What follows belongs to an exercise in optimizing a design on an open flow for small area and a short achievable clock period; a production flow would make more cautious choices.
The RTL was checked by simulation tests, not by an equivalence proof against the original design.
No activity file was given, so power comes from the tool's default toggle rates.

Setup of alpha:
Design alu_top, start of the top module:
module alu_top (
    input  logic                       clk,
    input  logic                       reset,
    input  logic                       enable,
    input  logic [2+4-1:0] op,
    input  logic [32-1:0]      opA,
    input  logic [32-1:0]      opB,
    input  logic                       cIn,
    output logic [32-1:0]      result,
    output logic [6-1:0] flags,
    output logic                       outValid
);
export LEC_CHECK = 0
export ABC_AREA = 1
export CAP_MARGIN = 20
export CORE_MARGIN = 2
export CORE_UTILIZATION = 40
export SETUP_SLACK_MARGIN = 4
export SLEW_MARGIN = 20
create_clock -name core_clock -period 10.5 [get_ports {clk}]
standard.sh (not shown) runs the stock make flow with config.mk's settings and CLKGATE_MAP_FILE= SYNTH_SCRIPT=/design/flow/synth_recipe.tcl, a recipe that flattens the netlist after the stock synthesis.
==> flow/flow/run.sh <==
#!/bin/bash
# The standard layout, with plain buffers (instead of the slow delay-cell
# default) as the input and output port buffers.
set -euo pipefail
export BUFFER_PORTS_ARGS="-buffer_cell sky130_fd_sc_hd__buf_2"
bash standard.sh finish > standard_flow.log 2>&1
The following lists how beta was set up differently from alpha:
--- a/flow/design.v
+++ b/flow/design.v
@@ -163,26 +163,16 @@
     assign cout  = carry[32];
     logic addCarry, addOvf;
     assign addCarry = (fn[3:2] == 2'b00) & (cout ^ fn[0]);
     assign addOvf   = ((fn[3:2] == 2'b00) | (fn == 4'd5))
                     & (x[31] == y[31]) & (sum[31] != x[31]);
     logic ltu, lts, lt, pickA;
-    logic [31:0] minMax, arithRes;
     assign ltu    = ~cout;
     assign lts    = ltu ^ opA[31] ^ opB[31];
     assign lt     = fn[0] ? ltu : lts;
     assign pickA  = lt ^ fn[1];
-    assign minMax = pickA ? opA : opB;
-    always_comb begin
-        if (fn[3])
-            arithRes = minMax;
-        else if (fn[2] & fn[1])
-            arithRes = {31'd0, lt};
-        else
-            arithRes = sum;
-    end
     logic [31:0] logicRes;
     assign logicRes = ({32{selP}} & p) | ({32{selG}} & g);
     logic        left, revIn, isRot, fill;
     logic [4:0]  r;
     logic [31:0] rev, xin, rot, shiftRes, bswap;
     assign left  = (fn == 4'd0) | (fn == 4'd3);
@@ -292,20 +282,26 @@
             4'd5, 4'd6: bitsRes = {26'd0, tz};
             4'd7:       bitsRes = {26'd0, pc};
             4'd9:       bitsRes = bswap;
             default:    bitsRes = shiftRes;
         endcase
     end
-    logic [31:0] value;
-    logic        known, selArith, selBits, load;
+    logic [31:0] early, value;
+    logic        known, selArith, selSum, selSlt, selMinA, selMinB, selBits, load;
     assign selArith = isArith & ~reset;
+    assign selSum   = selArith & ((fn[3:2] == 2'b00) | (fn[3:1] == 3'b010));
+    assign selSlt   = selArith & (fn[3:1] == 3'b011);
+    assign selMinA  = selArith & fn[3] & pickA;
+    assign selMinB  = selArith & fn[3] & ~pickA;
     assign selBits  = isBits & ~reset;
     assign known    = (isArith | isLogic | isBits) & ~reset;
-    assign value    = ({32{selArith}} & arithRes)
+    assign early    = ({32{selSum}} & sum)
                     | ({32{~reset}} & logicRes)
                     | ({32{selBits}}  & bitsRes);
+    assign value    = early | ({32{selMinA}} & opA) | ({32{selMinB}} & opB)
+                    | {31'd0, selSlt & lt};
     assign load     = enable | reset;
     logic carryQ, ovfQ, knownQ;
     always_ff @(posedge clk) begin
         outValid <= enable & ~reset;
         if (load) begin
             result <= value;
==> results.txt <==
Changes observed in beta relative to alpha: power now sits lower, wire length of the first global-routing pass lost about 2.4%, met3 layer wire length in the routed design went down, area share of buffers outside the clock network moved down, synthesized-area fraction occupied by ao, oa, aoi and oai cells now sits higher.
Measured against each other, beta and alpha differ in sequential share of layout area, the lower figure coming from alpha.
Final area for beta: about 4.3% down relative to alpha
Going from alpha to beta, synthesized area now smaller, global-route usage now smaller.
On beta: mux contribution to synthesized area is 0.64 points higher than what alpha gave.

* * *

== run A ==
Another version of the RTL of alu_top (not shown whole).
Size in the first run: about 1800 cells after synthesis, roughly 110 I/O pins.
Settings: LEC_CHECK=0, ABC_AREA=1, CAP_MARGIN=20, CORE_MARGIN=2, CORE_UTILIZATION=40, SETUP_SLACK_MARGIN=4.5, SLEW_MARGIN=20; clock period 10.5 ns.
==> flow/flow/run.sh <==
#!/bin/bash
# The standard layout, with two changes: no full/half adder cells
# (ADDER_MAP_FILE left empty, so ABC maps the adder logic itself), and plain
# buffers (instead of the slow delay-cell default) buffer the ports.
set -euo pipefail
export BUFFER_PORTS_ARGS="-buffer_cell sky130_fd_sc_hd__buf_2"
bash standard.sh ADDER_MAP_FILE= finish > standard_flow.log 2>&1
Changes in run B relative to run A:
--- a/flow/design.v
+++ b/flow/design.v
@@ -131,27 +131,19 @@
     assign g = x & y;
     logic [31:0] G, P;
     always_comb begin
         G = g;
         P = p;
         G[0] = g[0] | (p[0] & addC);
         for (int l = 0; l < 5; l++) begin
             for (int i = 0; i < 32; i++) begin
-                if ((i % (2 << l)) == (2 << l) - 1) begin
-                    G[i] = G[i] | (P[i] & G[i - (1 << l)]);
-                    P[i] = P[i] & P[i - (1 << l)];
-                end
-            end
-        end
-        for (int l = 3; l >= 0; l--) begin
-            for (int i = 0; i < 32; i++) begin
-                if ((i % (2 << l)) == (1 << l) - 1 && i >= (2 << l)) begin
-                    G[i] = G[i] | (P[i] & G[i - (1 << l)]);
-                    P[i] = P[i] & P[i - (1 << l)];
+                if ((i >> l) & 1) begin
+                    G[i] = G[i] | (P[i] & G[((i >> l) << l) - 1]);
+                    P[i] = P[i] & P[((i >> l) << l) - 1];
                 end
             end
         end
     end
     assign sum  = p ^ {G[30:0], addC};
     assign cout = G[31];
     logic addCarry, addOvf;
     assign addCarry = (fn[3:2] == 2'b00) & (cout ^ fn[0]);
Run B finished every step from synthesis to the final layout, and the layout passed the timing, DRC and antenna checks.
| smallest hold slack | run B vs run A | ≈ equal |
Taking run A as the reference, in run B die area rose 460 µm², cell area went up about 4.4%.
Run B against run A: utilization after layout increased by 0.73 points relative to the old numbers, leakage power increased by about 5% relative to the old numbers, routed wire length increased by 2.7% relative to the old numbers.

-- separate check: timing with driven ports --
The results above use ideal ports. As a check the final layouts listed here were re-extracted and re-timed, cells and wires unchanged. Step 1 (the two cells are an assumption about what drives the block):
set clk [get_ports {clk}]
set_driving_cell -lib_cell sky130_fd_sc_hd__clkbuf_16 $clk
set_driving_cell -lib_cell sky130_fd_sc_hd__buf_2 [delete_from_list [all_inputs] $clk]
Step 2 times the ports against the registers' clock, not the clock port: input delays grow and output delays shrink by t, the midpoint of the rising clock arrivals with the driver on. Three values: no drivers, after step 1, after step 2; two values: the first two.
run	t (ns)	slack for setup (ns)	worst setup path at the end	worst register clock-pin slew, ns	pins driven straight from the clock port
alpha	0.329	4.108 / 4.085 / 3.756	input to register	0.07 / 0.07	1
beta	0.334	4.141 / 4.166 / 3.833	input to register	0.07 / 0.07	1
run A	0.333	4.754 / 4.773 / 4.440	input to register	0.07 / 0.07	1
run B	0.324	4.760 / 4.774 / 4.451	input to register	0.06 / 0.06	1
After both steps setup and hold are still met in every run listed. For alpha, which loses most, drivers alone change the setup slack by -0.023 ns; drivers and shift together by -0.352 ns.
